This design comes from an exercise in tuning for small area on the open sky130 flow, not from production work. Only simulation tests tie the RTL to the original design; equivalence was not proved. No activity file was given, so power comes from the tool's default toggle rates.

**flow/run.sh**
```bash
#!/bin/bash
# synth_recipe.tcl (not shown) runs the flow's synth.tcl, then flattens the netlist and writes it again
# the make line also repeats each setting of config.mk as NAME=value (left out here)
make -C /OpenROAD-flow-scripts/flow DESIGN_CONFIG=/design/flow/config.mk WORK_HOME=/design/flow/orfs CLKGATE_MAP_FILE= SYNTH_SCRIPT=/design/flow/synth_recipe.tcl finish
```
**flow/config.mk**
```make
export PLATFORM = sky130hd
export DESIGN_NAME = matrix_calc_top
export DESIGN_NICKNAME = matrix_calc_top
export VERILOG_FILES = /design/flow/design.v
export SDC_FILE = /design/flow/constraint.sdc
export NUM_CORES = 4
export LEC_CHECK = 0
export CAP_MARGIN = 20
export CORE_MARGIN = 2
export CORE_UTILIZATION = 45
export PLACE_DENSITY = 0.6
export SLEW_MARGIN = 20
```
**flow/constraint.sdc**
```tcl
create_clock -name core_clock -period 10.0 [get_ports {clk}]
set_input_delay 2.0000 -clock core_clock [delete_from_list [all_inputs] [get_ports {clk}]]
set_output_delay 2.0000 -clock core_clock [all_outputs]
set_load 0.01 [all_outputs]
```
**flow/design.v**
```verilog
package matrix_pkg;
    typedef logic [1:0]         slot_t;   
    typedef logic [2:0]         dim_t;    
    typedef logic signed [15:0] elem_t;   
    typedef logic [7:0]         byte_t;   
    typedef struct packed {
        logic [12:0] rsvd;
        dim_t        dim;
    } dim_word_t;
    typedef union packed {
        elem_t     elem;   
        dim_word_t dw;     
    } num_word_u;
    localparam byte_t CHAR_MINUS = 8'h2D;
    localparam byte_t CHAR_SPACE = 8'h20;
    localparam byte_t CHAR_ZERO  = 8'h30;
    localparam int MAX_DIGITS = 5;   
endpackage
`timescale 1ns/1ns
module matrix_calc_top #(
    parameter int CLK_FREQ  = 100_000_000,
    parameter int BAUD_RATE = 6_250_000      
) (
    input  logic              clk,
    input  logic              rst_n,
    input  logic              rxd,
    input  logic              btn_load,
    input  logic              btn_print,
    input  matrix_pkg::slot_t slot_sel,
    output logic              txd,
    output logic              busy
);
    logic       rx_act;
    logic [7:0] rx_cnt;    
    logic [6:0] rx_sh;
    logic       rx_smp;
    logic       rx_ev;
    logic [7:0] rx_byte;
    assign rx_smp  = rx_act && (rx_cnt[3:0] == 4'd7);
    assign rx_ev   = rx_smp && (rx_cnt[7:4] == 4'd8);
    assign rx_byte = {rxd, rx_sh};
    always_ff @(posedge clk or negedge rst_n) begin
        if (!rst_n) begin
            rx_act <= 1'b0;
            rx_cnt <= '0;
        end else if (!rx_act) begin
            rx_cnt <= '0;
            if (!rxd) rx_act <= 1'b1;             
        end else begin
            rx_cnt <= rx_cnt + 1'b1;
            if (rx_smp && ((rx_cnt[7:4] == 4'd0 && rxd) ||   
                           rx_cnt[7:4] == 4'd9))             
                rx_act <= 1'b0;
        end
    end
    always_ff @(posedge clk) begin
        if (rx_smp) rx_sh <= {rxd, rx_sh[6:1]};
    end
    typedef enum logic [3:0] {
        S_IDLE, L_DIM, L_DIMW, L_DATA,
        P_DIMS, P_FETCH, P_SIGN, P_DIG, P_SPACE, P_FLUSH
    } state_t;
    state_t      st;
    logic [1:0]  slot;
    logic [2:0]  dm, dn;     
    logic [2:0]  r, c;       
    logic        bl_q, bp_q;
    logic        ld_act;
    assign ld_act = (st == L_DIM) || (st == L_DATA);
    assign busy   = (st != S_IDLE) && (st != P_DIMS);
    logic [15:0] acc;
    logic        p_neg;
    logic        p_have;
    logic        pend;
    logic        consume;
    logic        is_dig;
    logic        is_min;
    logic [15:0] sdig;
    assign is_dig = (rx_byte[7:4] == 4'h3) && (!rx_byte[3] || rx_byte[2:1] == 2'b00);
    assign is_min = (rx_byte == 8'h2D);
    assign sdig   = p_neg ? -{12'b0, rx_byte[3:0]} : {12'b0, rx_byte[3:0]};
    always_ff @(posedge clk or negedge rst_n) begin
        if (!rst_n) begin
            acc    <= '0;
            p_neg  <= 1'b0;
            p_have <= 1'b0;
            pend   <= 1'b0;
        end else if (rx_ev) begin
            if (is_dig) begin
                acc    <= acc * 16'd10 + sdig;
                p_have <= 1'b1;
            end else if (is_min && !p_have) begin
                p_neg <= 1'b1;
            end else begin
                p_neg  <= 1'b0;
                p_have <= 1'b0;
                if (p_have && ld_act) pend <= 1'b1;
                else acc <= '0;
            end
        end else if (consume) begin
            acc  <= '0;
            pend <= 1'b0;
        end
    end
    logic [2:0]  pr, pc;     
    logic [1:0]  dph;        
    logic        match;
    logic        dmatch;
    logic        we;         
    logic        dwe;        
    assign match  = (pr == r) && (pc == c);
    assign dmatch = (dph == slot);
    always_ff @(posedge clk or negedge rst_n) begin
        if (!rst_n) begin
            pr  <= '0;
            pc  <= '0;
            dph <= '0;
        end else begin
            dph <= dph + 1'b1;
            if (pc == 3'd6) begin
                pc <= '0;
                pr <= (pr == 3'd6) ? 3'd0 : pr + 1'b1;
            end else begin
                pc <= pc + 1'b1;
            end
        end
    end
    localparam int NE = 49;
    localparam int RW = NE * 16;
    logic [RW-1:0] ring0, ring1, ring2, ring3;
    logic [15:0]   rd;
    always_ff @(posedge clk) begin
        ring0 <= {ring0[RW-17:0], (we && slot == 2'd0) ? acc : ring0[RW-1 -: 16]};
        ring1 <= {ring1[RW-17:0], (we && slot == 2'd1) ? acc : ring1[RW-1 -: 16]};
        ring2 <= {ring2[RW-17:0], (we && slot == 2'd2) ? acc : ring2[RW-1 -: 16]};
        ring3 <= {ring3[RW-17:0], (we && slot == 2'd3) ? acc : ring3[RW-1 -: 16]};
    end
    always_comb begin
        case (slot)
            2'd0:    rd = ring0[RW-1 -: 16];
            2'd1:    rd = ring1[RW-1 -: 16];
            2'd2:    rd = ring2[RW-1 -: 16];
            default: rd = ring3[RW-1 -: 16];
        endcase
    end
    logic [23:0] dring;
    always_ff @(posedge clk or negedge rst_n) begin
        if (!rst_n) dring <= '0;
        else        dring <= {dring[17:0], dwe ? {dm, dn} : dring[23:18]};
    end
    localparam logic [1:0] T_DIG = 2'd0, T_MIN = 2'd1, T_SPC = 2'd2, T_NONE = 2'd3;
    logic [7:0] tx_cnt;      
    logic [1:0] ttype;
    logic [3:0] d;
    logic       tx_act;
    logic       send;
    logic [7:0] ch;
    logic [3:0] tb;
    assign tx_act = !(tx_cnt[7] && tx_cnt[5]);
    assign tb     = tx_cnt[7:4];
    always_comb begin
        case (ttype)
            T_DIG:   ch = {4'h3, d};
            T_MIN:   ch = 8'h2D;
            default: ch = 8'h20;
        endcase
    end
    always_comb begin
        if (!tx_act || tb == 4'd9) txd = 1'b1;
        else if (tb == 4'd0)       txd = 1'b0;
        else                       txd = ch[3'(tb - 4'd1)];
    end
    always_ff @(posedge clk or negedge rst_n) begin
        if (!rst_n)      tx_cnt <= 8'hA0;
        else if (send)   tx_cnt <= '0;
        else if (tx_act) tx_cnt <= tx_cnt + 1'b1;
    end
    logic [14:0] W;
    logic        e;
    logic [2:0]  p;
    logic        started;
    logic [13:0] K;
    logic [15:0] T;
    logic        take;
    logic [3:0]  dcur;
    logic        step;
    always_comb begin
        case (p)
            3'd4:    K = 14'd10000 - 14'(e);
            3'd3:    K = 14'd1000 - 14'(e);
            3'd2:    K = 14'd100 - 14'(e);
            default: K = 14'd10 - 14'(e);
        endcase
    end
    assign T    = {1'b0, W} - {2'b0, K};
    assign take = !T[15];
    assign dcur = (ttype == T_DIG) ? 4'd0 : d;       
    assign step = !tx_act || (ttype != T_DIG);
    logic last_c, last_r;
    assign last_c = (c == dn - 1'b1);
    assign last_r = (r == dm - 1'b1);
    always_comb begin
        we      = (st == L_DATA) && pend && match;
        dwe     = (st == L_DIMW) && dmatch;
        consume = 1'b0;
        send    = 1'b0;
        case (st)
            L_DIM:  consume = pend;
            L_DATA: consume = we;
            P_SIGN, P_SPACE: send = !tx_act;
            P_DIG: if (!tx_act) begin
                if (p == 3'd0) send = 1'b1;
                else if (!take && (dcur != 4'd0 || started)) send = 1'b1;
            end
            default: ;
        endcase
    end
    always_ff @(posedge clk or negedge rst_n) begin
        if (!rst_n) begin
            st      <= S_IDLE;
            slot    <= '0;
            dm      <= '0;
            dn      <= '0;
            r       <= '0;
            c       <= '0;
            bl_q    <= 1'b0;
            bp_q    <= 1'b0;
            ttype   <= T_NONE;
            d       <= '0;
            W       <= '0;
            e       <= 1'b0;
            p       <= '0;
            started <= 1'b0;
        end else begin
            bl_q <= btn_load;
            bp_q <= btn_print;
            case (st)
                S_IDLE: begin
                    if (btn_load && !bl_q) begin
                        slot <= slot_sel;
                        dm   <= '0;
                        st   <= L_DIM;
                    end else if (btn_print && !bp_q) begin
                        slot <= slot_sel;
                        st   <= P_DIMS;
                    end
                end
                L_DIM: if (pend && acc[2:0] != 3'd0) begin
                    if (dm == 3'd0) begin
                        dm <= acc[2:0];
                    end else begin
                        dn <= acc[2:0];
                        st <= L_DIMW;
                    end
                end
                L_DIMW: if (dmatch) begin
                    r  <= '0;
                    c  <= '0;
                    st <= L_DATA;
                end
                L_DATA: if (we) begin
                    if (last_c) begin
                        c <= '0;
                        if (last_r) st <= S_IDLE;
                        else r <= r + 1'b1;
                    end else begin
                        c <= c + 1'b1;
                    end
                end
                P_DIMS: if (dmatch) begin
                    dm <= dring[23:21];
                    dn <= dring[20:18];
                    r  <= '0;
                    c  <= '0;
                    st <= (dring[23:21] == 3'd0) ? P_FLUSH : P_FETCH;
                end
                P_FETCH: if (match) begin
                    W       <= rd[14:0] ^ {15{rd[15]}};
                    e       <= rd[15];
                    p       <= 3'd4;
                    d       <= '0;
                    started <= 1'b0;
                    st      <= rd[15] ? P_SIGN : P_DIG;
                end
                P_SIGN: if (!tx_act) begin
                    ttype <= T_MIN;
                    st    <= P_DIG;
                end
                P_DIG: if (step) begin
                    if (!tx_act) ttype <= T_NONE;
                    if (p == 3'd0) begin
                        if (!tx_act) begin
                            d     <= W[3:0] + 4'(e);
                            ttype <= T_DIG;
                            st    <= P_SPACE;
                        end
                    end else if (take) begin
                        W <= T[14:0];
                        e <= 1'b0;
                        d <= dcur + 1'b1;
                    end else if (dcur != 4'd0 || started) begin
                        if (!tx_act) begin
                            d       <= dcur;
                            ttype   <= T_DIG;
                            started <= 1'b1;
                            p       <= p - 1'b1;
                        end
                    end else begin
                        d <= '0;
                        p <= p - 1'b1;
                    end
                end
                P_SPACE: if (!tx_act) begin
                    ttype <= T_SPC;
                    st    <= P_FETCH;
                    if (last_c) begin
                        c <= '0;
                        if (last_r) st <= P_FLUSH;
                        else r <= r + 1'b1;
                    end else begin
                        c <= c + 1'b1;
                    end
                end
                P_FLUSH: if (!tx_act) st <= S_IDLE;
                default: st <= S_IDLE;
            endcase
        end
    end
endmodule
```
==> flow_summary_export.csv, run 1 <==
group,metric,value,unit
clock_network,ctsRootBufferMaster,"clkbuf_16",
global_routing,grt_pass1_wl,145.5,mm
clock_network,cts_setup_buffers,0,
critical_path,critPathKind,"register to output port",
synthesis,synth_top_area_share,87.17,%
timing,rsz0062_at_grt,"no",
synthesis,avgSynthCellArea,17.66,um^2
timing,maxSlewHeadroom,32.52,%
finish,seqCellArea,65850,um^2
critical_path,required,8.00,ns
clock_network,cts_hold_buf,0,
pwr,pwr_density_cell,287.9,nW/um^2
clock_network,cts_tree,"done",
floorplan,die-width,404.0,um
critical_path,start_kind,"register",
timing,worstMarginPinSlew,1.012,ns
timing,finalCriticalPeriod,4.986,ns
clock_network,clock_sinks,3257,
place,dp_hpwl,50.02,mm
route,antenna_left,0,
clock_network,clk_latency,0.89,ns
global_routing,grt_max_degree,73,
global_routing,grt_pass1_vias,27490,
finish,fin_nets,4450,
synthesis,yosysWarnings,1,
route,wire_per_inst,13.58,um
critical_path,crit_chain,"inv_1, ha_1, a2111oi_0, nor3_1, nand2_1, a32oi_1, clkdlybuf4s50_1",
pwr,peakVddDrop,0.2029,mV
global_routing,grt-ovfl-total,0,
synthesis,synth_cells,4079,
floorplan,die-area,163300,um^2
finish,drive_gt1_share,12.94,%
timing,slew_viol_final,0,
timing,hold_violations,0,
finish,fillers,12540,
finish,multi_input_area,5896,um^2
job,maxCapViolCount,0,
critical_path,reg2reg_to,"acc[15]",
floorplan,core_area,158700,um^2
synthesis,synth_most_common_cell,"dfxtp_1",
synthesis,syn-num-nets,4160,
clock_network,cts_max_level,5,
pwr,p_leak,34.65,nW
critical_path,end_kind,"output port",
status,status,"timing/DRC/antenna clean",
synthesis,yosys.area.top_type,"dfxtp_1",
synthesis,netlist_top_cells_count,"dfxtp_1 (3,136), dfrtp_1 (110), nand2_1 (86), mux2_2 (72), o21ai_0 (72)",
route,drt_iter0_drc,1692,
route,dr.pass1.iters,5,
place,port_buffers,8,
critical_path,arrival,2.99,ns
floorplan,row_count,146,
timing,fmax,0.2005,GHz
synthesis,syn_area,72020,um^2
synthesis,ys.flop_type,"dfxtp_1",
route,drc,0,
global_routing,antenna_found_initial,3,
global_routing,grt.total_usage,11.32,%
floorplan,io_pins,9,
floorplan,start_util,45.37,%
critical_path,max_stage_delay,0.58,ns
critical_path,cp_max_fo,8,
synthesis,async_flop_share,3.500,%
critical_path,r2r_slack,5.29,ns
clock_network,cts_resized,0,
worst_hold_path,worstHoldStart,"ring3[70]",
clock_network,cts_buffers,306,
route,viasPerCell,4.135,
timing,finalCritPeriodShare,49.86,%
route,wl,90.32,mm
worst_hold_path,hp-class,"register to register",
timing,timing.hold.ws,0.2595,ns
synthesis,synth-edff-count,7,
critical_path,slowest_stage,"dfstp_2",
timing,clock_skew,0.06673,ns
timing,setup_tns,0,ns
critical_path,reg2regPathDepth,17,
critical_path,r2r_start,"acc[1]",
synthesis,synth_area_leaders,"dfxtp_1 (87%), dfrtp_1 (3.8%), ha_1 (1.2%), mux2_2 (1.1%), o21ai_0 (0.50%)",
route,vias,27500,
worst_hold_path,holdPathEnd,"ring3[86]",
clock_network,clock_path_buffers,4,
synthesis,synth.distinct_cells,93,
critical_path,crit_family,"flip-flops",
floorplan,die_y,404.0,um
worst_hold_path,min_path_cells,0,
timing,setup_violations,0,
clock_network,cts.reportedPaths.clkPinSlew,0.06,ns
finish,synthToLayoutAreaGrowth,17.59,%
synthesis,ys_seq_area_share,91.43,%
critical_path,cp_num_buf_inv,2,
place,globalplace.congestion,0.7576,
synthesis,ys_ff_latch,3257,
## logic make-up after synthesis
group | count (synthesis) | synth area share, %
buffers and inverters | 67 | 0.3874
XOR/XNOR | 76 | 0.9642
AO/OA/AOI/OAI | 252 | 2.344
AND/OR/NAND/NOR | 258 | 1.828
multiplexers | 95 | 1.725
adder cells (fa/ha/maj) | 74 | 1.317
flip-flops | 3257 | 91.43
## worst max-delay path by stage
stage | start | end | cells past startpoint
floorplan | acc[3] | acc[15] | 17
global placement | acc[1] | acc[15] | 17
detailed placement | acc[1] | acc[15] | 17
CTS | tx_cnt[5] | txd | 7
global route | tx_cnt[5] | txd | 7
finish | tx_cnt[5] | txd | 7
## per-stage QoR
stage	utilization [%]	power [mW]	cells	worst slack (ns)	area, um^2
3_5_place_dp	47.00	13.38	6133	5.291	74600
4_1_cts	53.34	24.72	6648	4.932	84680
5_1_grt	53.34	25.26	6648	4.707	84680
2_1_floorplan	-	13.35	4079	5.966	72020
6_report	53.35	24.38	6651	5.014	84680
3_3_place_gp	47.00	13.38	6133	5.210	74600
## state kept, by name (all words and copies together), names as in the netlist, 7 cells and up, named ones only
register / flops
ring0: 784
acc: 16
rx_sh: 7
rx_cnt: 8
ring3: 784
W: 15
ring1: 784
dring: 24
ring2: 784
tx_cnt: 8
## worst reg2reg max path, cell delays in order, from the launching register on
cell and delay [ns]:
dfrtp_1 0.58, ha_1 0.31, ha_1 0.25, fa_1 0.42, a21o_1 0.17, a21oi_1 0.24
o21bai_1 0.15, a2111oi_0 0.58, nor2_1 0.13, xnor2_1 0.20, ha_1 0.31, a21o_1 0.22
a21oi_1 0.21, nand2_1 0.08, o31ai_1 0.30, xnor2_1 0.14, xnor2_1 0.14, a22o_1 0.19
## per-layer routing
layer  track usage, %  vias to the layer above  wire length [um]  share of wire [%]
met3            3.260                      242              4796                5.3
met5                0                        -                 0                  0
met4            5.316                        0              2966                3.3
met2            15.27                      487             35170                 39
met1            16.63                    13030             47380                 52
li1                 -                    13740                 -                  -
## placed cells by master, fill, tap and decap left out, types with 41 or more instances in the layout
| cell type | Yosys | layout |
|---|---|---|
| a21oi_1 | 45 | 45 |
| clkbuf_1 | 18 | 50 |
| clkbuf_16 | 0 | 313 |
| clkbuf_8 | 0 | 74 |
| dfrtp_1 | 110 | 109 |
| dfxtp_1 | 3136 | 3136 |
| ha_1 | 71 | 71 |
| mux2_2 | 72 | 72 |
| nand2_1 | 86 | 86 |
| nor2_1 | 52 | 52 |
| o21ai_0 | 72 | 72 |
| xnor2_1 | 41 | 41 |
## layout make-up
cell class	instances	area share, %
clock inverter	78	1.222
inverter	32	0.1418
multi-input combinational	755	6.962
clock buffer	437	10.67
timing repair buffer	17	0.1714
sequential	3257	77.76
tap	2072	3.061
antenna	3	0.008865
## power breakdown
group,switching [mW],internal [mW],leakage (nW)
sequential,0.0205,13.0,26.8
clock,4.43,6.85,4.98
combinational,0.0356,0.0296,2.86
total,4.49,19.9,34.6
==> run 2, diff against run 1 <==
--- a/flow/config.mk
+++ b/flow/config.mk
@@ -7,6 +7,7 @@
 export LEC_CHECK = 0
 export CAP_MARGIN = 20
 export CORE_MARGIN = 2
-export CORE_UTILIZATION = 45
-export PLACE_DENSITY = 0.6
+export CORE_UTILIZATION = 70
+export CTS_BUF_LIST = sky130_fd_sc_hd__clkbuf_4 sky130_fd_sc_hd__clkbuf_8
+export PLACE_DENSITY = 0.8
 export SLEW_MARGIN = 20
==> run 2 against run 1 <==
Effect of this change: critical path type unchanged; wire length is 27% higher; utilization is 28 points higher; via count is 6.8% higher; register-to-register slack hardly changed; clock-buffer cell count is 262 higher; sequential share of layout area is 1.3 points higher; first-iteration DRC count is 3.1% higher; flip-flop and latch count stayed put; clock skew is 0.023 ns higher; still clean.
==> flow_summary_export.csv, run 2 <==
group,metric,value,unit
job,maxCapViolCount,0,
critical_path,crit_chain,"inv_1, ha_1, a2111oi_0, nor3_1, nand2_1, a32oi_1, clkdlybuf4s50_1",
critical_path,critPathKind,"register to output port",
global_routing,grt.total_usage,22.44,%
place,globalplace.congestion,0.8195,
synthesis,yosys.area_share.adder,1.317,%
critical_path,end_kind,"output port",
synthesis,ys_ff_latch,3257,
finish,final_cell_mix,"dfxtp_1 (3,136), clkbuf_8 (577), clkbuf_4 (122)",
finish,synthToLayoutAreaGrowth,15.61,%
global_routing,antenna_found_initial,14,
clock_network,cts.reportedPaths.clkPinSlew,0.07,ns
floorplan,die_y,324.8,um
clock_network,cts_setup_buffers,0,
timing,rsz0062_at_grt,"no",
critical_path,arrival,3.51,ns
clock_network,cts_tree,"done",
synthesis,synth_top_area_share,87.17,%
timing,maxSlewHeadroom,24.02,%
synthesis,synth_cells,4079,
floorplan,die-area,105500,um^2
clock_network,cts_max_level,5,
finish,layout_commonest_cell,"dfxtp_1",
global_routing,grt_max_degree,76,
global_routing,grt-ovfl-total,0,
clock_network,clk_latency,1.01,ns
synthesis,yosysWarnings,1,
pwr,peakVddDrop,0.2112,mV
timing,clock_skew,0.08976,ns
place,port_buffers,8,
synthesis,synth_area_leaders,"dfxtp_1 (87%), dfrtp_1 (3.8%), ha_1 (1.2%), mux2_2 (1.1%), o21ai_0 (0.50%)",
clock_network,cts_resized,0,
timing,hold_violations,0,
route,wire_per_inst,18.52,um
critical_path,required,8.00,ns
place,pre_cts_ws,5.373,ns
synthesis,synth.distinct_cells,93,
synthesis,ys_seq_area_share,91.43,%
critical_path,max_stage_delay,0.64,ns
synthesis,async_flop_share,3.500,%
synthesis,ys.flop_type,"dfxtp_1",
floorplan,start_util,70.68,%
clock_network,ctsRootBufferMaster,"clkbuf_8",
clock_network,clock_sinks,3257,
synthesis,synth_simple_gate_area_share,1.828,%
route,viasPerCell,4.745,
synthesis,syn_area,72020,um^2
critical_path,slowest_stage,"a2111oi_0",
clock_network,clock_path_buffers,4,
timing,setup_ws,4.489,ns
place,post_dp_cell_area,73710,um^2
synthesis,synth_compound_area_share,2.344,%
finish,drive_gt1_share,18.44,%
pwr,p_leak,34.74,nW
global_routing,grt_pass1_wl,182.0,mm
synthesis,netlist_top_cells_count,"dfxtp_1 (3,136), dfrtp_1 (110), nand2_1 (86), mux2_2 (72), o21ai_0 (72)",
floorplan,row_count,117,
timing,setup_tns,0,ns
route,dr.pass1.iters,6,
timing,finalCritPeriodShare,55.12,%
critical_path,cp_num_buf_inv,2,
synthesis,synth-edff-count,7,
synthesis,yosys.area.top_type,"dfxtp_1",
status,status,"timing/DRC/antenna clean",
timing,slew_viol_final,0,
clock_network,cts_hold_buf,0,
route,vias,29380,
pwr,pwr_density_cell,283.2,nW/um^2
floorplan,core_area,101900,um^2
timing,worstMarginPinSlew,1.140,ns
synthesis,synth_most_common_cell,"dfxtp_1",
global_routing,grt_pass1_vias,32630,
floorplan,die-width,324.8,um
timing,finalCriticalPeriod,5.512,ns
timing,setup_violations,0,
timing,fmax,0.1814,GHz
route,wl,114.7,mm
finish,final_cell_area,83260,um^2
route,drt_iter0_drc,1745,
synthesis,synthMuxAreaShare,1.725,%
synthesis,synth_top_family_by_area,"compound AO/OA/AOI/OAI gates",
floorplan,io_pins,9,
critical_path,start_kind,"register",
finish,final_util,81.71,%
critical_path,cp_max_fo,8,
synthesis,yosys.area_share.xor_xnor,0.9642,%
clock_network,cts_buffers,438,
route,drc,0,
finish,fillers,4217,
critical_path,crit_family,"compound AO/OA/AOI/OAI gates",
finish,fin_nets,4581,
synthesis,avgSynthCellArea,17.66,um^2
worst_hold_path,hp-class,"register to register",
place,dp_hpwl,58.37,mm
route,antenna_left,0,
synthesis,syn-num-nets,4160,
[run 2: cell counts after synthesis]
No cell type changed its count.
[run 2: area by class of cell]
class	instances	area, um^2	share of cell area, %
Multi-Input combinational cell	755	5899	7.086
Inverter	32	120.1	0.1443
Clock inverter	62	654.4	0.7860
Timing Repair Buffer	16	157.7	0.1894
Antenna cell	3	7.507	0.009017
Sequential cell	3257	65850	79.09
Clock buffer	699	8857	10.64
Tap cell	1368	1712	2.056
[run 2: kinds of logic after synthesis]
family,after synthesis
and+or+nand+nor,258
adders and majority gates,74
xor gates and xnor gates,76
AOI/OAI and AO/OA,252
DFF,3257
muxes,95
buffers and inverters,67
[run 2: power breakdown]
part	switching (mW)	internal [mW]
Sequential	0.0245	13.0
Combinational	0.0413	0.0310
Clock	4.61	5.87
[run 2: final timing paths]
path	startpoint	to	slack, ns	cells after the start
max in group asynchronous	rst_n	dring[4]	7.87	3
hold reg to reg	ring3[193]	ring3[209]	0.25	0
setup reg to reg	acc[1]	acc[15]	5.30	17
hold / removal	ring3[193]	ring3[209]	0.25	0
min in group asynchronous	rst_n	p[2]	1.03	1
setup / recovery	tx_cnt[5]	txd	4.49	7
[run 2: metrics by stage]
stage	hold slack (ns)	total power [mW]	cells
3_5_place_dp	0.3121	13.38	5427
4_1_cts	0.2415	23.79	6188
6_report	0.2494	23.58	6192
3_3_place_gp	0.3095	13.37	5427
2_1_floorplan	0.3096	13.35	4079
5_1_grt	0.2631	24.34	6192
[run 2: routing by layer]
layer | wire, um | GRT usage (%) | vias up
li1 | - | - | 14060
met1 | 49360 | 28.92 | 14270
met2 | 57270 | 37.57 | 812
met3 | 5385 | 5.154 | 245
met4 | 2626 | 7.931 | 2
met5 | 11 | 0 | -
==> run 3, diff against run 2 <==
--- a/flow/design.v
+++ b/flow/design.v
@@ -81,27 +81,26 @@
     assign sdig   = p_neg ? -{12'b0, rx_byte[3:0]} : {12'b0, rx_byte[3:0]};
     always_ff @(posedge clk or negedge rst_n) begin
         if (!rst_n) begin
-            acc    <= '0;
             p_neg  <= 1'b0;
             p_have <= 1'b0;
             pend   <= 1'b0;
         end else if (rx_ev) begin
             if (is_dig) begin
-                acc    <= acc * 16'd10 + sdig;
                 p_have <= 1'b1;
             end else if (is_min && !p_have) begin
                 p_neg <= 1'b1;
             end else begin
                 p_neg  <= 1'b0;
                 p_have <= 1'b0;
-                if (p_have && ld_act) pend <= 1'b1;
-                else acc <= '0;
+                pend   <= p_have && ld_act;
             end
         end else if (consume) begin
-            acc  <= '0;
             pend <= 1'b0;
         end
     end
+    always_ff @(posedge clk) begin
+        if (rx_ev && is_dig) acc <= (p_have ? acc : 16'd0) * 16'd10 + sdig;
+    end
     logic [2:0]  pr, pc;     
     logic [1:0]  dph;        
     logic        match;
@@ -215,115 +214,140 @@
             default: ;
         endcase
     end
-    always_ff @(posedge clk or negedge rst_n) begin
-        if (!rst_n) begin
-            st      <= S_IDLE;
-            slot    <= '0;
-            dm      <= '0;
-            dn      <= '0;
-            r       <= '0;
-            c       <= '0;
-            bl_q    <= 1'b0;
-            bp_q    <= 1'b0;
-            ttype   <= T_NONE;
-            d       <= '0;
-            W       <= '0;
-            e       <= 1'b0;
-            p       <= '0;
-            started <= 1'b0;
-        end else begin
-            bl_q <= btn_load;
-            bp_q <= btn_print;
-            case (st)
-                S_IDLE: begin
-                    if (btn_load && !bl_q) begin
-                        slot <= slot_sel;
-                        dm   <= '0;
-                        st   <= L_DIM;
-                    end else if (btn_print && !bp_q) begin
-                        slot <= slot_sel;
-                        st   <= P_DIMS;
-                    end
+    state_t st_n;
+    logic [1:0] slot_n, ttype_n;
+    logic [2:0] dm_n, dn_n, r_n, c_n, p_n;
+    logic [3:0] d_n;
+    logic [14:0] W_n;
+    logic e_n, started_n;
+    always_comb begin
+        st_n = st;
+        slot_n = slot;
+        dm_n = dm;
+        dn_n = dn;
+        r_n = r;
+        c_n = c;
+        ttype_n = ttype;
+        d_n = d;
+        W_n = W;
+        e_n = e;
+        p_n = p;
+        started_n = started;
+        case (st)
+            S_IDLE: begin
+                if (btn_load && !bl_q) begin
+                    slot_n = slot_sel;
+                    dm_n   = '0;
+                    st_n   = L_DIM;
+                end else if (btn_print && !bp_q) begin
+                    slot_n = slot_sel;
+                    st_n   = P_DIMS;
                 end
-                L_DIM: if (pend && acc[2:0] != 3'd0) begin
-                    if (dm == 3'd0) begin
-                        dm <= acc[2:0];
-                    end else begin
-                        dn <= acc[2:0];
-                        st <= L_DIMW;
-                    end
+            end
+            L_DIM: if (pend && acc[2:0] != 3'd0) begin
+                if (dm == 3'd0) begin
+                    dm_n = acc[2:0];
+                end else begin
+                    dn_n = acc[2:0];
+                    st_n = L_DIMW;
                 end
-                L_DIMW: if (dmatch) begin
-                    r  <= '0;
-                    c  <= '0;
-                    st <= L_DATA;
+            end
+            L_DIMW: if (dmatch) begin
+                r_n  = '0;
+                c_n  = '0;
+                st_n = L_DATA;
+            end
+            L_DATA: if (we) begin
+                if (last_c) begin
+                    c_n = '0;
+                    if (last_r) st_n = S_IDLE;
+                    else r_n = r + 1'b1;
+                end else begin
+                    c_n = c + 1'b1;
                 end
-                L_DATA: if (we) begin
-                    if (last_c) begin
-                        c <= '0;
-                        if (last_r) st <= S_IDLE;
-                        else r <= r + 1'b1;
-                    end else begin
-                        c <= c + 1'b1;
+            end
+            P_DIMS: if (dmatch) begin
+                dm_n = dring[23:21];
+                dn_n = dring[20:18];
+                r_n  = '0;
+                c_n  = '0;
+                st_n = (dring[23:21] == 3'd0) ? P_FLUSH : P_FETCH;
+            end
+            P_FETCH: if (match) begin
+                W_n       = rd[14:0] ^ {15{rd[15]}};
+                e_n       = rd[15];
+                p_n       = 3'd4;
+                d_n       = '0;
+                started_n = 1'b0;
+                st_n      = rd[15] ? P_SIGN : P_DIG;
+            end
+            P_SIGN: if (!tx_act) begin
+                ttype_n = T_MIN;
+                st_n    = P_DIG;
+            end
+            P_DIG: if (step) begin
+                if (!tx_act) ttype_n = T_NONE;
+                if (p == 3'd0) begin
+                    if (!tx_act) begin
+                        d_n     = W[3:0] + 4'(e);
+                        ttype_n = T_DIG;
+                        st_n    = P_SPACE;
                     end
-                end
-                P_DIMS: if (dmatch) begin
-                    dm <= dring[23:21];
-                    dn <= dring[20:18];
-                    r  <= '0;
-                    c  <= '0;
-                    st <= (dring[23:21] == 3'd0) ? P_FLUSH : P_FETCH;
-                end
-                P_FETCH: if (match) begin
-                    W       <= rd[14:0] ^ {15{rd[15]}};
-                    e       <= rd[15];
-                    p       <= 3'd4;
-                    d       <= '0;
-                    started <= 1'b0;
-                    st      <= rd[15] ? P_SIGN : P_DIG;
-                end
-                P_SIGN: if (!tx_act) begin
-                    ttype <= T_MIN;
-                    st    <= P_DIG;
-                end
-                P_DIG: if (step) begin
-                    if (!tx_act) ttype <= T_NONE;
-                    if (p == 3'd0) begin
-                        if (!tx_act) begin
-                            d     <= W[3:0] + 4'(e);
-                            ttype <= T_DIG;
-                            st    <= P_SPACE;
-                        end
-                    end else if (take) begin
-                        W <= T[14:0];
-                        e <= 1'b0;
-                        d <= dcur + 1'b1;
-                    end else if (dcur != 4'd0 || started) begin
-                        if (!tx_act) begin
-                            d       <= dcur;
-                            ttype   <= T_DIG;
-                            started <= 1'b1;
-                            p       <= p - 1'b1;
-                        end
-                    end else begin
-                        d <= '0;
-                        p <= p - 1'b1;
+                end else if (take) begin
+                    W_n = T[14:0];
+                    e_n = 1'b0;
+                    d_n = dcur + 1'b1;
+                end else if (dcur != 4'd0 || started) begin
+                    if (!tx_act) begin
+                        d_n       = dcur;
+                        ttype_n   = T_DIG;
+                        started_n = 1'b1;
+                        p_n       = p - 1'b1;
                     end
+                end else begin
+                    d_n = '0;
+                    p_n = p - 1'b1;
                 end
-                P_SPACE: if (!tx_act) begin
-                    ttype <= T_SPC;
-                    st    <= P_FETCH;
-                    if (last_c) begin
-                        c <= '0;
-                        if (last_r) st <= P_FLUSH;
-                        else r <= r + 1'b1;
-                    end else begin
-                        c <= c + 1'b1;
-                    end
+            end
+            P_SPACE: if (!tx_act) begin
+                ttype_n = T_SPC;
+                st_n    = P_FETCH;
+                if (last_c) begin
+                    c_n = '0;
+                    if (last_r) st_n = P_FLUSH;
+                    else r_n = r + 1'b1;
+                end else begin
+                    c_n = c + 1'b1;
                 end
-                P_FLUSH: if (!tx_act) st <= S_IDLE;
-                default: st <= S_IDLE;
-            endcase
+            end
+            P_FLUSH: if (!tx_act) st_n = S_IDLE;
+            default: st_n = S_IDLE;
+        endcase
+    end
+    always_ff @(posedge clk or negedge rst_n) begin
+        if (!rst_n) begin
+            st    <= S_IDLE;
+            bl_q  <= 1'b0;
+            bp_q  <= 1'b0;
+            ttype <= T_NONE;
+            d     <= '0;
+        end else begin
+            st    <= st_n;
+            bl_q  <= btn_load;
+            bp_q  <= btn_print;
+            ttype <= ttype_n;
+            d     <= d_n;
         end
     end
+    always_ff @(posedge clk) begin
+        slot    <= slot_n;
+        dm      <= dm_n;
+        dn      <= dn_n;
+        r       <= r_n;
+        c       <= c_n;
+        W       <= W_n;
+        e       <= e_n;
+        p       <= p_n;
+        started <= started_n;
+    end
 endmodule
--- a/flow/config.mk
+++ b/flow/config.mk
@@ -8,6 +8,7 @@
 export CAP_MARGIN = 20
 export CORE_MARGIN = 2
 export CORE_UTILIZATION = 70
-export CTS_BUF_LIST = sky130_fd_sc_hd__clkbuf_4 sky130_fd_sc_hd__clkbuf_8
+export CTS_CLUSTER_DIAMETER = 50
+export CTS_CLUSTER_SIZE = 30
 export PLACE_DENSITY = 0.8
 export SLEW_MARGIN = 20
==> run 3 against run 2 <==
Effect of this change: via count is 8.8% lower; wire length is 6.2% lower; flip-flop and latch count stayed put; global-route usage is 1.6 points lower; setup slack worse by 0.061 ns; synthesized area is 0.18% lower; still clean; utilization is 4.3 points lower; largest cell class unchanged; clock skew is 0.033 ns lower; critical path depth is 2 higher; first-iteration DRC count is 8.8% lower.
==> flow_summary_export.csv, run 3 <==
group,metric,value,unit
critical_path,arrival,3.57,ns
timing,finalCriticalPeriod,5.572,ns
route,viasPerCell,4.751,
critical_path,crit_family,"compound AO/OA/AOI/OAI gates",
finish,drive_gt1_share,8.316,%
finish,fillers,5150,
clock_network,cts_hold_buf,0,
timing,clock_skew,0.05638,ns
place,post_dp_cell_area,73580,um^2
critical_path,critPathKind,"register to output port",
finish,final_cell_area,78880,um^2
global_routing,grt_pass1_wl,166.1,mm
synthesis,syn-num-nets,4105,
synthesis,ys_seq_area_share,91.95,%
global_routing,grt_max_degree,65,
floorplan,core_area,101900,um^2
clock_network,cts.reportedPaths.clkPinSlew,0.10,ns
timing,slew_viol_final,0,
synthesis,synth-edff-count,57,
job,maxCapViolCount,0,
finish,seqCellArea,66100,um^2
floorplan,io_pins,9,
pwr,p_leak,31.87,nW
critical_path,cp_num_buf_inv,2,
finish,fin_nets,4244,
floorplan,die-width,324.5,um
route,drt_iter0_drc,1592,
route,dr.pass1.iters,5,
clock_network,ctsRootBufferMaster,"clkbuf_16",
finish,synthToLayoutAreaGrowth,9.722,%
timing,worstMarginPinSlew,1.147,ns
finish,final_cells,5643,
timing,rsz0062_at_grt,"no",
floorplan,row_count,117,
synthesis,synth_most_common_cell,"dfxtp_1",
clock_network,clock_sinks,3257,
global_routing,grt-ovfl-total,0,
status,status,"timing/DRC/antenna clean",
finish,final_cell_mix,"dfxtp_1 (3,136), clkbuf_16 (157), nand2_1 (71), ha_1 (71), nor2_1 (64)",
timing,timing.hold.ws,0.2872,ns
critical_path,slowest_stage,"dfstp_2",
floorplan,die_y,324.5,um
route,wl,107.5,mm
synthesis,synth_top_area_share,87.33,%
floorplan,start_util,70.55,%
timing,setup_violations,0,
place,port_buffers,8,
timing,maxSlewHeadroom,23.46,%
synthesis,syn_area,71890,um^2
synthesis,netlist_top_cells_count,"dfxtp_1 (3,136), ha_1 (71), nand2_1 (71), nor2_1 (64), dfrtp_1 (60)",
clock_network,cts_max_level,4,
place,dp_hpwl,55.72,mm
timing,finalCritPeriodShare,55.72,%
synthesis,yosysWarnings,1,
synthesis,async_flop_share,1.965,%
critical_path,cp_max_fo,7,
synthesis,yosys.area.top_type,"dfxtp_1",
floorplan,die-area,105300,um^2
critical_path,max_stage_delay,0.61,ns
timing,hold_violations,0,
place,globalplace.congestion,0.8357,
timing,fmax,0.1795,GHz
synthesis,avgSynthCellArea,17.86,um^2
clock_network,cts_tree,"done",
finish,final_util,77.41,%
synthesis,synth_cells,4024,
synthesis,synth.distinct_cells,84,
synthesis,synth_area_leaders,"dfxtp_1 (87%), edfxtp_1 (2.4%), dfrtp_1 (2.1%), ha_1 (1.2%), mux2_2 (0.92%)",
global_routing,grt_pass1_vias,28910,
timing,setup_tns,0,ns
clock_network,cts_setup_buffers,0,
place,placed_cells,5376,
critical_path,required,8.00,ns
route,drc,0,
route,antenna_left,0,
clock_network,clock_path_buffers,3,
global_routing,antenna_found_initial,14,
critical_path,crit_chain,"inv_1, ha_1, a2111oi_0, a2111oi_0, a31oi_1, a21oi_1, nor2_1, a21oi_1, clkdlybuf4s50_1",
worst_hold_path,hp-class,"register to register",
route,wire_per_inst,19.05,um
finish,multi_input_area,5513,um^2
critical_path,end_kind,"output port",
clock_network,cts_resized,0,
pwr,peakVddDrop,0.1943,mV
global_routing,grt.total_usage,20.79,%
route,vias,26810,
finish,layout_commonest_cell,"dfxtp_1",
critical_path,start_kind,"register",
synthesis,ys_ff_latch,3257,
clock_network,cts_buffers,153,
pwr,pwr_density_cell,270.0,nW/um^2
synthesis,ys.flop_type,"dfxtp_1",
clock_network,clk_latency,0.80,ns
[run 3: changes by cell type after synthesis, moves of 15 or more]
cell	before	now
nand2_1	86	71
edfxtp_1	7	57
o21ai_1	16	0
o21ai_0	72	42
and2_1	10	25
dfrtp_1	110	60
[run 3: metal layers]
layer  track usage [%]  vias to the layer above  share of wire [%]
li1                  -                    13130                  -
met2             35.07                      532                 49
met1             27.31                    12940                 44
met5                 0                        -              0.027
met3             4.012                      209                4.3
met4             6.864                        6                2.6
[run 3: final timing paths]
kind	start	end	slack, ns	depth (start not counted)
worst max-delay path	tx_cnt[5]	txd	4.43	9
worst min-delay path	ring0[164]	ring0[180]	0.29	0
worst max register to register	p_have	acc[15]	5.63	17
worst min register to register	ring0[164]	ring0[180]	0.29	0
max in group asynchronous	rst_n	dring[11]	7.93	2
min in group asynchronous	rst_n	tx_cnt[6]	1.42	2
[run 3: worst register-to-register path: cells and delay by family (launching register included)]
kind | cells | cell delay, ns
flip-flops | 1 | 0.56
buffers and inverters | 1 | 0.06
XOR/XNOR | 2 | 0.34
AND/OR/NAND/NOR | 4 | 0.73
adder cells (fa/ha/maj) | 4 | 1.22
AO/OA/AOI/OAI | 6 | 1.23
[run 3: cells by family after synthesis]
group / Yosys count / share of synthesized area, %
AND/OR/NAND/NOR: 260 / 1.836
XOR/XNOR: 78 / 0.9503
flip-flops: 3257 / 91.95
buffers and inverters: 69 / 0.4003
AO/OA/AOI/OAI: 190 / 1.784
multiplexers: 96 / 1.761
adder cells (fa/ha/maj): 74 / 1.319
[run 3: area by class of cell]
| class | count | area share [%] |
|---|---|---|
| antenna | 6 | 0.01904 |
| clock buffer | 176 | 5.148 |
| clock inverter | 85 | 1.536 |
| inverter | 39 | 0.1856 |
| multi-input combinational | 698 | 6.989 |
| sequential | 3257 | 83.80 |
| tap | 1368 | 2.170 |
| timing repair buffer | 14 | 0.1523 |
[run 3: stage by stage]
| step | setup slack [ns] | power [mW] |
|---|---|---|
| after CTS | 4.349 | 21.43 |
| after detailed placement | 5.378 | 14.06 |
| after global routing | 4.139 | 21.94 |
| final | 4.428 | 21.30 |
| after floorplan | 6.145 | 13.92 |
| after global placement | 5.397 | 14.03 |
[run 3: report_power, final]
group	internal (mW)	leakage, nW	switching (mW)
Clock	3.34	2.54	4.16
Combinational	0.237	2.75	0.330
Sequential	13.1	26.6	0.109
==> run 4, diff against run 3 <==
--- a/flow/config.mk
+++ b/flow/config.mk
@@ -8,7 +8,7 @@
 export CAP_MARGIN = 20
 export CORE_MARGIN = 2
 export CORE_UTILIZATION = 70
-export CTS_CLUSTER_DIAMETER = 50
+export CTS_CLUSTER_DIAMETER = 80
 export CTS_CLUSTER_SIZE = 30
 export PLACE_DENSITY = 0.8
 export SLEW_MARGIN = 20
==> run 4 against run 3 <==
Effect of this change: die area unchanged; cell count shrank 2.1%; flip-flop and latch count stayed put; largest power group unchanged; total power fell by 8.0%; first-iteration DRC count down 3.9%; still clean on timing, DRC and antenna.
==> flow_summary_export.csv, run 4 <==
group,metric,value,unit
status,status,"timing/DRC/antenna clean",
clock_network,ctsRootBufferMaster,"clkbuf_16",
place,dp_hpwl,55.72,mm
synthesis,async_flop_share,1.965,%
global_routing,grt-ovfl-total,0,
synthesis,synth_simple_gate_area_share,1.836,%
pwr,pwr_density_cell,255.1,nW/um^2
synthesis,avgSynthCellArea,17.86,um^2
pwr,p_leak,30.90,nW
finish,final_cells,5526,
critical_path,cp_max_fo,7,
finish,fin_nets,4210,
synthesis,synth_most_common_cell,"dfxtp_1",
critical_path,crit_start,"tx_cnt[5]",
synthesis,synth_top_family_by_area,"simple AND/OR/NAND/NOR gates",
critical_path,r2r_start,"p_have",
route,drc,0,
synthesis,yosys.area.top_type,"dfxtp_1",
clock_network,clock_sinks,3257,
critical_path,arrival,3.41,ns
clock_network,cts_resized,0,
timing,slew_viol_final,0,
clock_network,cts_setup_buffers,0,
synthesis,yosysWarnings,1,
global_routing,antenna_found_initial,12,
timing,setup_tns,0,ns
synthesis,syn_area,71890,um^2
timing,fmax,0.1848,GHz
route,antenna_left,0,
clock_network,clock_path_buffers,3,
synthesis,ys_ff_latch,3257,
floorplan,die-width,324.5,um
synthesis,yosys.area_share.xor_xnor,0.9503,%
critical_path,reg2reg_to,"acc[15]",
synthesis,synth_compound_area_share,1.784,%
timing,maxSlewHeadroom,25.18,%
timing,clock_skew,0.02445,ns
clock_network,cts_hold_buf,0,
floorplan,die-area,105300,um^2
place,globalplace.congestion,0.8357,
worst_hold_path,hp-class,"register to register",
global_routing,grt.total_usage,19.43,%
route,viasPerCell,4.734,
global_routing,grt_pass1_wl,156.9,mm
synthesis,ys.flop_type,"dfxtp_1",
synthesis,synth_cells,4024,
timing,rsz0062_at_grt,"no",
finish,final_cell_mix,"dfxtp_1 (3,136), clkbuf_16 (122), nand2_1 (71), ha_1 (71), nor2_1 (64)",
critical_path,start_kind,"register",
critical_path,reg2regPathDepth,17,
critical_path,required,8.00,ns
floorplan,io_pins,9,
clock_network,cts.reportedPaths.clkPinSlew,0.12,ns
route,vias,26160,
timing,finalCritPeriodShare,54.11,%
synthesis,synth-edff-count,57,
synthesis,synth.distinct_cells,84,
route,wire_per_inst,18.24,um
job,maxCapViolCount,0,
critical_path,end_kind,"output port",
synthesis,yosys.area_share.adder,1.319,%
finish,fillers,5500,
route,wl,100.8,mm
route,dr.pass1.iters,7,
critical_path,critPathKind,"register to output port",
route,drt_iter0_drc,1530,
clock_network,cts_max_level,3,
floorplan,core_area,101900,um^2
timing,setup_violations,0,
synthesis,ys_seq_area_share,91.95,%
finish,layout_commonest_cell,"dfxtp_1",
clock_network,cts_tree,"done",
synthesis,synth_area_leaders,"dfxtp_1 (87%), edfxtp_1 (2.4%), dfrtp_1 (2.1%), ha_1 (1.2%), mux2_2 (0.92%)",
global_routing,grt_pass1_vias,27500,
clock_network,cts_buffers,119,
synthesis,synth_top_area_share,87.33,%
synthesis,synthMuxAreaShare,1.761,%
floorplan,die_y,324.5,um
finish,drive_gt1_share,5.677,%
timing,worstMarginPinSlew,1.119,ns
global_routing,grt_max_degree,65,
critical_path,endpoint,"txd",
clock_network,clk_latency,0.73,ns
floorplan,start_util,70.55,%
synthesis,syn-num-nets,4105,
timing,hold_violations,0,
timing,finalCriticalPeriod,5.411,ns
floorplan,row_count,117,
place,port_buffers,8,
critical_path,r2r_slack,5.67,ns
synthesis,netlist_top_cells_count,"dfxtp_1 (3,136), ha_1 (71), nand2_1 (71), nor2_1 (64), dfrtp_1 (60)",
finish,synthToLayoutAreaGrowth,6.847,%
place,placed_cells,5376,
pwr,peakVddDrop,0.2127,mV
[run 4: cell types whose count changed in the layout (fill, tap and decap cells not counted), moves of 6 or more]
cell        previous run  this run
clkbuf_16            157       122
inv_6                 22         4
clkinv_8              15         2
clkinv_4              10         0
bufinv_16              9         0
inv_8                  7         0
clkbuf_1              13        19
clkinvlp_4             6         0
[run 4: worst max-delay path: stages (launching register included)]
cell and delay [ns]:
dfstp_2 0.60, inv_1 0.10, ha_1 0.32, a2111oi_0 0.07, a2111oi_0 0.42, a31oi_1 0.13
a21oi_1 0.14, nor2_1 0.07, a21oi_1 0.24, clkdlybuf4s50_1 0.60
[run 4: report_power, final]
group / total [mW] / internal, mW / switching (mW) / leakage, nW
clock network: 5.80 / 2.25 / 3.56 / 1.57
registers: 13.2 / 13.1 / 0.109 / 26.6
logic: 0.554 / 0.236 / 0.318 / 2.75
[run 4: logic make-up after synthesis]
family	Yosys count
mux	96
xor+xnor	78
buf+inv	69
compound gates	190
flops	3257
simple gates	260
fa+ha+maj	74
[run 4: area by class of cell]
class                           count  area, um^2  share of cell area [%]
Inverter                           39       146.4                  0.1906
Tap cell                         1368        1712                   2.228
Multi-Input combinational cell    698        5508                   7.171
Sequential cell                  3257       66100                   86.06
Clock inverter                      7       83.83                  0.1091
Clock buffer                      142        3138                   4.085
Antenna cell                        1       2.502                0.003258
Timing Repair Buffer               14       120.1                  0.1564
[run 4: metal layers]
layer	wire, um	track usage (%)	up-vias
met4	2237	4.771	4
met3	3732	3.188	155
met1	46270	26.93	12640
met2	48520	32.42	402
met5	20	0	-
li1	-	-	12960
[run 4: per-stage QoR]
| step | power (mW) | utilization, % | hold WS, ns | area [um^2] | setup slack (ns) |
|---|---|---|---|---|---|
| after floorplan | 13.92 | - | 0.3096 | 71890 | 6.145 |
| after global placement | 14.03 | 72.22 | 0.3099 | 73580 | 5.397 |
| after detailed placement | 14.06 | 72.22 | 0.3121 | 73580 | 5.378 |
| after CTS | 19.72 | 75.38 | 0.3216 | 76810 | 4.546 |
| after global routing | 20.22 | 75.38 | 0.3209 | 76810 | 4.311 |
| final | 19.59 | 75.39 | 0.3193 | 76810 | 4.589 |
[run 4: worst min-delay path by stage]
stage                     from    endpoint  slack, ns  depth (start not counted)
finish              ring2[464]  ring2[480]       0.32                          0
global route        ring1[513]  ring1[529]       0.32                          0
CTS                 ring2[736]  ring2[752]       0.32                          0
detailed placement  ring0[621]  ring0[637]       0.31                          0
global placement     ring0[12]   ring0[28]       0.31                          0
floorplan            ring0[84]  ring0[100]       0.31                          0
==> run 5, diff against run 4 <==
--- a/flow/design.v
+++ b/flow/design.v
@@ -54,7 +54,7 @@
         end
     end
     always_ff @(posedge clk) begin
-        if (rx_smp) rx_sh <= {rxd, rx_sh[6:1]};
+        if (rx_smp && !rx_cnt[7]) rx_sh <= {rxd, rx_sh[6:1]};   
     end
     typedef enum logic [3:0] {
         S_IDLE, L_DIM, L_DIMW, L_DATA,
@@ -75,18 +75,33 @@
     logic        consume;
     logic        is_dig;
     logic        is_min;
-    logic [15:0] sdig;
+    logic        mul;        
+    logic [2:0]  aq;         
+    logic [1:0]  cy;
+    logic [3:0]  mi;         
+    logic        a_i;
+    logic        x_i;
+    logic [2:0]  msum;
     assign is_dig = (rx_byte[7:4] == 4'h3) && (!rx_byte[3] || rx_byte[2:1] == 2'b00);
     assign is_min = (rx_byte == 8'h2D);
-    assign sdig   = p_neg ? -{12'b0, rx_byte[3:0]} : {12'b0, rx_byte[3:0]};
+    assign mi   = {rx_cnt[4], rx_cnt[2:0]};
+    assign a_i  = p_have && acc[0];                  
+    assign x_i  = ((mi[3:2] == 2'b00) && rx_sh[mi[1:0]]) ^ p_neg;
+    assign msum = {2'b00, aq[0]} + {2'b00, aq[2]} + {2'b00, x_i} + {1'b0, cy};
     always_ff @(posedge clk or negedge rst_n) begin
         if (!rst_n) begin
             p_neg  <= 1'b0;
             p_have <= 1'b0;
             pend   <= 1'b0;
+            mul    <= 1'b0;
+        end else if (mul) begin
+            if (mi == 4'd15) begin
+                mul    <= 1'b0;
+                p_have <= 1'b1;
+            end
         end else if (rx_ev) begin
             if (is_dig) begin
-                p_have <= 1'b1;
+                mul <= 1'b1;
             end else if (is_min && !p_have) begin
                 p_neg <= 1'b1;
             end else begin
@@ -99,7 +114,14 @@
         end
     end
     always_ff @(posedge clk) begin
-        if (rx_ev && is_dig) acc <= (p_have ? acc : 16'd0) * 16'd10 + sdig;
+        if (mul) begin
+            acc <= {msum[0], acc[15:1]};
+            aq  <= {aq[1:0], a_i};
+            cy  <= msum[2:1];
+        end else begin
+            aq  <= '0;
+            cy  <= {1'b0, p_neg};
+        end
     end
     logic [2:0]  pr, pc;     
     logic [1:0]  dph;        
@@ -142,10 +164,14 @@
             default: rd = ring3[RW-1 -: 16];
         endcase
     end
-    logic [23:0] dring;
+    logic [11:0] dmr;    
+    logic [11:0] dnr;    
     always_ff @(posedge clk or negedge rst_n) begin
-        if (!rst_n) dring <= '0;
-        else        dring <= {dring[17:0], dwe ? {dm, dn} : dring[23:18]};
+        if (!rst_n) dmr <= '0;
+        else        dmr <= {dmr[8:0], dwe ? dm : dmr[11:9]};
+    end
+    always_ff @(posedge clk) begin
+        dnr <= {dnr[8:0], dwe ? dn : dnr[11:9]};
     end
     localparam logic [1:0] T_DIG = 2'd0, T_MIN = 2'd1, T_SPC = 2'd2, T_NONE = 2'd3;
     logic [7:0] tx_cnt;      
@@ -267,11 +293,11 @@
                 end
             end
             P_DIMS: if (dmatch) begin
-                dm_n = dring[23:21];
-                dn_n = dring[20:18];
+                dm_n = dmr[11:9];
+                dn_n = dnr[11:9];
                 r_n  = '0;
                 c_n  = '0;
-                st_n = (dring[23:21] == 3'd0) ? P_FLUSH : P_FETCH;
+                st_n = (dmr[11:9] == 3'd0) ? P_FLUSH : P_FETCH;
             end
             P_FETCH: if (match) begin
                 W_n       = rd[14:0] ^ {15{rd[15]}};
--- a/flow/config.mk
+++ b/flow/config.mk
@@ -8,7 +8,7 @@
 export CAP_MARGIN = 20
 export CORE_MARGIN = 2
 export CORE_UTILIZATION = 70
-export CTS_CLUSTER_DIAMETER = 80
+export CTS_CLUSTER_DIAMETER = 70
 export CTS_CLUSTER_SIZE = 30
 export PLACE_DENSITY = 0.8
 export SLEW_MARGIN = 20
==> run 5 against run 4 <==
Effect of this change: clock-buffer cell count is 9 higher; setup slack improved by 0.16 ns; final area fell by 0.90%; total power is 2.6% higher; highest routed layer is now met4; clock power increased by 8.3%; critical path type unchanged; register-to-register slack gained 0.53 ns; synthesized cell count is 3.8% lower; hold slack lost 0.017 ns; sequential power about the same.
==> flow_summary_export.csv, run 5 <==
group,metric,value,unit
status,status,"timing/DRC/antenna clean",
clock_network,clk_latency,0.78,ns
timing,slew_viol_final,0,
synthesis,yosysWarnings,1,
timing,maxSlewHeadroom,48.82,%
route,wire_per_inst,18.67,um
finish,final_util,76.01,%
critical_path,crit_chain,"inv_1, ha_1, mux2i_1, a21oi_1, o2111ai_1, a32oi_1, clkdlybuf4s50_1",
synthesis,ys_seq_area_share,93.55,%
critical_path,required,8.00,ns
global_routing,grt_max_degree,54,
global_routing,grt.total_usage,19.77,%
worst_hold_path,worstHoldStart,"ring2[310]",
finish,drive_gt1_share,6.703,%
critical_path,arrival,3.25,ns
clock_network,cts.reportedPaths.clkPinSlew,0.10,ns
synthesis,avgSynthCellArea,18.27,um^2
floorplan,row_count,116,
clock_network,ctsRootBufferMaster,"clkbuf_16",
finish,synthToLayoutAreaGrowth,7.629,%
floorplan,core_area,100100,um^2
finish,fillers,5169,
synthesis,ys_ff_latch,3263,
route,vias,25060,
floorplan,die-width,321.9,um
floorplan,die_y,321.9,um
critical_path,r2r_start,"p[0]",
global_routing,grt_pass1_vias,26770,
place,globalplace.congestion,0.7883,
synthesis,syn_area,70720,um^2
synthesis,synth.distinct_cells,71,
critical_path,cp_max_fo,8,
job,maxCapViolCount,0,
timing,rsz0062_at_grt,"no",
global_routing,antenna_found_initial,7,
worst_hold_path,hp-class,"register to register",
clock_network,cts_setup_buffers,0,
synthesis,yosys.area.top_type,"dfxtp_1",
timing,setup_violations,0,
critical_path,crit_start,"tx_cnt[5]",
critical_path,end_kind,"output port",
pwr,peakVddDrop,0.2354,mV
synthesis,synth_cells,3871,
timing,finalCritPeriodShare,52.55,%
place,pre_cts_ws,5.588,ns
timing,setup_ws,4.745,ns
finish,final_cell_mix,"dfxtp_1 (3,153), clkbuf_16 (136), mux2_2 (70)",
floorplan,start_util,70.62,%
synthesis,synth_area_leaders,"dfxtp_1 (89%), edfxtp_1 (2.4%), dfrtp_1 (1.7%), mux2_2 (1.1%), ha_1 (0.57%)",
clock_network,cts_resized,0,
timing,fmax,0.1903,GHz
clock_network,cts_max_level,4,
global_routing,grt-ovfl-total,0,
timing,finalCriticalPeriod,5.255,ns
route,drc,0,
floorplan,die-area,103600,um^2
place,dp_hpwl,51.71,mm
clock_network,clock_sinks,3263,
timing,hold_violations,0,
pwr,p_leak,30.43,nW
synthesis,syn-num-nets,3913,
finish,layout_commonest_cell,"dfxtp_1",
route,dr.pass1.iters,5,
synthesis,synth_top_area_share,89.25,%
critical_path,start_kind,"register",
route,viasPerCell,4.702,
synthesis,synth-edff-count,57,
floorplan,io_pins,9,
pwr,pwr_density_cell,264.0,nW/um^2
timing,worstMarginPinSlew,0.7619,ns
clock_network,clock_path_buffers,3,
critical_path,slowest_stage,"clkdlybuf4s50_1",
critical_path,cp_num_buf_inv,2,
route,drt_iter0_drc,1654,
finish,fin_nets,4031,
clock_network,cts_tree,"done",
place,port_buffers,8,
synthesis,async_flop_share,1.624,%
clock_network,cts_hold_buf,0,
critical_path,max_stage_delay,0.62,ns
clock_network,cts_buffers,130,
route,wl,99.52,mm
synthesis,netlist_top_cells_count,"dfxtp_1 (3,153), mux2_2 (70), edfxtp_1 (57), nand2_1 (50), dfrtp_1 (49)",
synthesis,synth_most_common_cell,"dfxtp_1",
synthesis,ys.flop_type,"dfxtp_1",
critical_path,critPathKind,"register to output port",
timing,setup_tns,0,ns
timing,clock_skew,0.03267,ns
critical_path,crit_family,"buffers and inverters",
route,antenna_left,0,
global_routing,grt_pass1_wl,153.7,mm
run 5: cell count changes in the layout (fill, tap and decap cells not counted), sizes merged, moves of 11 or more:
cell	change
nor2	-19
ha	-39
dfrtp	-11
dfxtp	+17
nand2	-21
o21ai	-11
xnor2	-24
run 5: final cells by class:
type	count	area, um^2	area share [%]
clock buffer	151	3470	4.558
antenna	4	10.01	0.01315
tap	1298	1624	2.134
multi-input combinational	542	4279	5.622
clock inverter	20	279.0	0.3666
inverter	35	131.4	0.1726
sequential	3263	66160	86.92
timing repair buffer	17	161.4	0.2120
run 5: worst paths after layout:
| kind | endpoint | slack [ns] | cells after the start |
|---|---|---|---|
| min in group asynchronous | rx_cnt[5] | 1.39 | 2 |
| max reg2reg | d[1] | 6.20 | 14 |
| max | txd | 4.75 | 7 |
| min reg2reg | ring2[326] | 0.30 | 0 |
| min | ring2[326] | 0.30 | 0 |
| max in group asynchronous | st[1] | 8.12 | 2 |
run 5: cell families (layout without fill, tap and decap cells):
kind of cell	Yosys count	in the layout	share of synthesized area [%]
multiplexers	97	97	1.783
AO/OA/AOI/OAI	141	141	1.311
XOR/XNOR	57	57	0.7254
buffers and inverters	66	223	0.3963
other	0	4	0
adder cells (fa/ha/maj)	35	35	0.6510
AND/OR/NAND/NOR	212	212	1.580
flip-flops	3263	3263	93.55
run 5: layer usage:
layer / part of all wire, % / track usage, % / vias to the layer above
met5: 0 / 0 / -
met4: 2.3 / 5.950 / 0
met3: 2.8 / 3.270 / 159
met2: 48 / 32.59 / 330
met1: 47 / 27.28 / 12120
li1: - / - / 12450
run 5: power breakdown:
group          internal, mW  total (mW)  switching, mW
Sequential             13.2        13.4          0.165
Combinational         0.187       0.463          0.276
Clock                  2.55        6.28           3.73
run 5: metrics by stage:
stage          cells  cell area [um^2]  hold WS, ns  power (mW)
2_1_floorplan   3871             70720       0.3096       13.92
3_3_place_gp    5152             72320       0.3097       14.08
3_5_place_dp    5152             72320       0.3121       14.10
4_1_cts         5323             76070       0.2964       20.23
5_1_grt         5327             76110       0.2941       20.73
6_report        5330             76120       0.3021       20.09
run 5: worst register-to-register path, cell delays in order, from the launching register on:
cell and delay (ns):
edfxtp_1 0.43, inv_1 0.12, ha_1 0.20, nand2_1 0.14, and2_1 0.23, nand2_1 0.08, xor2_1 0.25, ha_1 0.27
nor2b_1 0.14, o31ai_1 0.46, a211o_1 0.27, a22o_1 0.29, o311ai_2 0.15, o211ai_1 0.27, mux2_2 0.38
==> run 6, diff against run 5 <==
--- a/flow/config.mk
+++ b/flow/config.mk
@@ -7,8 +7,8 @@
 export LEC_CHECK = 0
 export CAP_MARGIN = 20
 export CORE_MARGIN = 2
-export CORE_UTILIZATION = 70
+export CORE_UTILIZATION = 75
 export CTS_CLUSTER_DIAMETER = 70
 export CTS_CLUSTER_SIZE = 30
-export PLACE_DENSITY = 0.8
+export PLACE_DENSITY = 0.85
 export SLEW_MARGIN = 20
==> run 6 against run 5 <==
Effect of this change: setup slack gained 0.040 ns; clock power shrank 4.6%; via count increased by 3.7%; global-route usage increased by 5.8 points; combinational power grew 5.8%; die area shrank 6.6%; synthesized area unchanged; total power down 1.2%; critical path type unchanged; highest routed layer is now met5.
==> flow_summary_export.csv, run 6 <==
group,metric,value,unit
status,status,"timing/DRC/antenna clean",
timing,maxSlewHeadroom,30.79,%
global_routing,grt_pass1_vias,28750,
critical_path,required,8.00,ns
finish,synthToLayoutAreaGrowth,6.900,%
clock_network,clock_path_buffers,3,
synthesis,synth_most_common_cell,"dfxtp_1",
timing,clock_skew,0.03269,ns
critical_path,slowest_stage,"clkdlybuf4s50_1",
floorplan,io_pins,9,
route,wire_per_inst,22.84,um
timing,slew_viol_final,0,
timing,finalCriticalPeriod,5.215,ns
timing,setup_tns,0,ns
synthesis,syn_area,70720,um^2
synthesis,avgSynthCellArea,18.27,um^2
floorplan,die-area,96770,um^2
finish,layout_commonest_cell,"dfxtp_1",
critical_path,critPathKind,"register to output port",
synthesis,synth-edff-count,57,
finish,drive_gt1_share,6.238,%
critical_path,cp_max_fo,8,
worst_hold_path,hp-class,"register to register",
route,antenna_left,0,
pwr,seqPwrFrac,67.4,%
route,drc,0,
route,wl,120.2,mm
critical_path,cp_num_buf_inv,2,
finish,fillers,4165,
synthesis,netlist_top_cells_count,"dfxtp_1 (3,153), mux2_2 (70), edfxtp_1 (57), nand2_1 (50), dfrtp_1 (49)",
critical_path,end_kind,"output port",
pwr,p_clk_share,30.2,%
job,maxCapViolCount,0,
route,viasPerCell,4.938,
synthesis,ys.flop_type,"dfxtp_1",
critical_path,arrival,3.21,ns
synthesis,synth_cells,3871,
global_routing,grt_pass1_wl,182.3,mm
route,dr.pass1.iters,5,
timing,finalCritPeriodShare,52.15,%
finish,final_cell_mix,"dfxtp_1 (3,153), clkbuf_16 (123), mux2_2 (70)",
timing,fmax,0.1918,GHz
floorplan,core_area,93330,um^2
synthesis,synth_top_area_share,89.25,%
pwr,p_sw,4.181,mW
place,port_buffers,8,
pwr,peakVddDrop,0.2211,mV
global_routing,grt_max_degree,54,
clock_network,clk_latency,0.76,ns
pwr,p_leak,30.21,nW
synthesis,synth.distinct_cells,71,
finish,final_cell_area,75600,um^2
timing,setup_violations,0,
pwr,combPwrFrac,2.5,%
global_routing,grt.total_usage,25.56,%
clock_network,cts_setup_buffers,0,
floorplan,row_count,112,
finish,fin_nets,4019,
critical_path,crit_family,"buffers and inverters",
place,dp_hpwl,64.09,mm
clock_network,cts_max_level,3,
clock_network,cts_buffers,120,
timing,worstMarginPinSlew,1.038,ns
clock_network,cts_resized,0,
critical_path,crit_chain,"inv_1, ha_1, mux2i_1, a21oi_1, o2111ai_1, a32oi_1, clkdlybuf4s50_1",
synthesis,yosysWarnings,1,
critical_path,start_kind,"register",
clock_network,clock_sinks,3263,
timing,timing.hold.ws,0.3098,ns
synthesis,ys_seq_area_share,93.55,%
clock_network,cts.reportedPaths.clkPinSlew,0.11,ns
timing,hold_violations,0,
floorplan,start_util,75.78,%
clock_network,cts_tree,"done",
pwr,pwr_density_cell,262.6,nW/um^2
pwr,p_int,15.67,mW
synthesis,synth_area_leaders,"dfxtp_1 (89%), edfxtp_1 (2.4%), dfrtp_1 (1.7%), mux2_2 (1.1%), ha_1 (0.57%)",
critical_path,max_stage_delay,0.63,ns
clock_network,ctsRootBufferMaster,"clkbuf_16",
synthesis,async_flop_share,1.624,%
timing,rsz0062_at_grt,"no",
global_routing,grt-ovfl-total,0,
synthesis,syn-num-nets,3913,
route,vias,25990,
route,drt_iter0_drc,1904,
place,post_dp_cell_area,72270,um^2
floorplan,die_y,311.1,um
place,globalplace.congestion,0.8183,
global_routing,antenna_found_initial,7,
synthesis,ys_ff_latch,3263,
floorplan,die-width,311.1,um
clock_network,cts_hold_buf,0,
synthesis,yosys.area.top_type,"dfxtp_1",
pwr,switching_share,21.06,%
[run 6: cell families (layout without fill, tap and decap cells)]
logic type | after synthesis | count (layout) | share of synthesized area (%)
AND/OR/NAND/NOR | 212 | 212 | 1.580
XOR/XNOR | 57 | 57 | 0.7254
buffers and inverters | 66 | 203 | 0.3963
flip-flops | 3263 | 3263 | 93.55
adder cells (fa/ha/maj) | 35 | 35 | 0.6510
multiplexers | 97 | 97 | 1.783
AO/OA/AOI/OAI | 141 | 141 | 1.311
other | 0 | 1 | 0
[run 6: cell type report]
| cell class | count | area [um^2] | area share, % |
|---|---|---|---|
| sequential | 3263 | 66160 | 87.51 |
| multi-input combinational | 542 | 4283 | 5.665 |
| clock buffer | 142 | 3179 | 4.205 |
| tap | 1254 | 1569 | 2.075 |
| clock inverter | 11 | 146.4 | 0.1936 |
| inverter | 35 | 131.4 | 0.1738 |
| timing repair buffer | 15 | 127.6 | 0.1688 |
| antenna | 1 | 2.502 | 0.003310 |
[run 6: worst paths after layout]
path	startpoint	end	slack, ns	cells after the start
worst max-delay path	tx_cnt[5]	txd	4.79	7
worst min-delay path	ring1[414]	ring1[430]	0.31	0
worst max register to register	p[0]	d[1]	5.99	14
worst min register to register	ring1[414]	ring1[430]	0.31	0
max in group asynchronous	rst_n	pr[1]	8.09	2
min in group asynchronous	rst_n	rx_act	1.38	2
[run 6: per-layer routing]
metal / global-route usage, % / up-vias / wire [um]
li1: - / 12400 / -
met1: 30.59 / 12730 / 47340
met2: 47.33 / 601 / 64790
met3: 3.646 / 252 / 3953
met4: 8.575 / 4 / 4127
met5: 0 / - / 19
[run 6: power groups by stage]
stage	Clock (mW)	Combinational, mW	Sequential [mW]
finish	5.99	0.490	13.4
global route	6.45	0.539	13.4
CTS	6.07	0.487	13.4
detailed placement	0	0.457	13.7
global placement	0	0.441	13.6
floorplan	0	0.353	13.6
[run 6: metrics by stage]
step	setup WS [ns]	util [%]	power (mW)	std cells
2_1_floorplan	6.283	-	13.92	3871
3_3_place_gp	5.543	77.44	14.08	5109
3_5_place_dp	5.503	77.44	14.11	5109
4_1_cts	4.743	81.00	19.93	5262
5_1_grt	4.606	81.00	20.38	5262
6_report	4.785	81.01	19.85	5263

static timing again, ports no longer ideal:
The results above use ideal ports. As a check the final layouts listed here were re-extracted and re-timed, cells and wires unchanged. Step 1 assumes that a clkbuf_16 drives the clock port and a buf_2 every other input. Step 2, shift: input delay + t, output delay - t, t = (earliest + latest rising clock arrival at the registers) / 2. This alone moves slack from input paths to output paths. a / b / c = no drivers / after step 1 / after step 2; a / b = the first two.
| run | shift t [ns] | setup slack, ns | worst hold slack (ns) | worst setup path at the end | worst slew at a driven data input, ns |
|---|---|---|---|---|---|
| run 1 | 0.925 | 5.014 / 4.944 / 5.294 | 0.259 / 0.259 / 0.259 | register to register | 0.12 |
| run 2 | 1.026 | 4.489 / 4.423 / 5.295 | 0.249 / 0.249 / 0.249 | register to register | 0.11 |
| run 3 | 0.836 | 4.428 / 4.361 / 5.196 | 0.287 / 0.287 / 0.287 | register to output | 0.11 |
| run 4 | 0.790 | 4.589 / 4.522 / 5.312 | 0.319 / 0.319 / 0.319 | register to output | 0.10 |
| run 5 | 0.813 | 4.745 / 4.682 / 5.495 | 0.302 / 0.302 / 0.302 | register to output | 0.08 |
| run 6 | 0.812 | 4.785 / 4.713 / 5.392 | 0.310 / 0.310 / 0.310 | input to register | 0.05 |
After both steps every run listed still meets setup and hold.
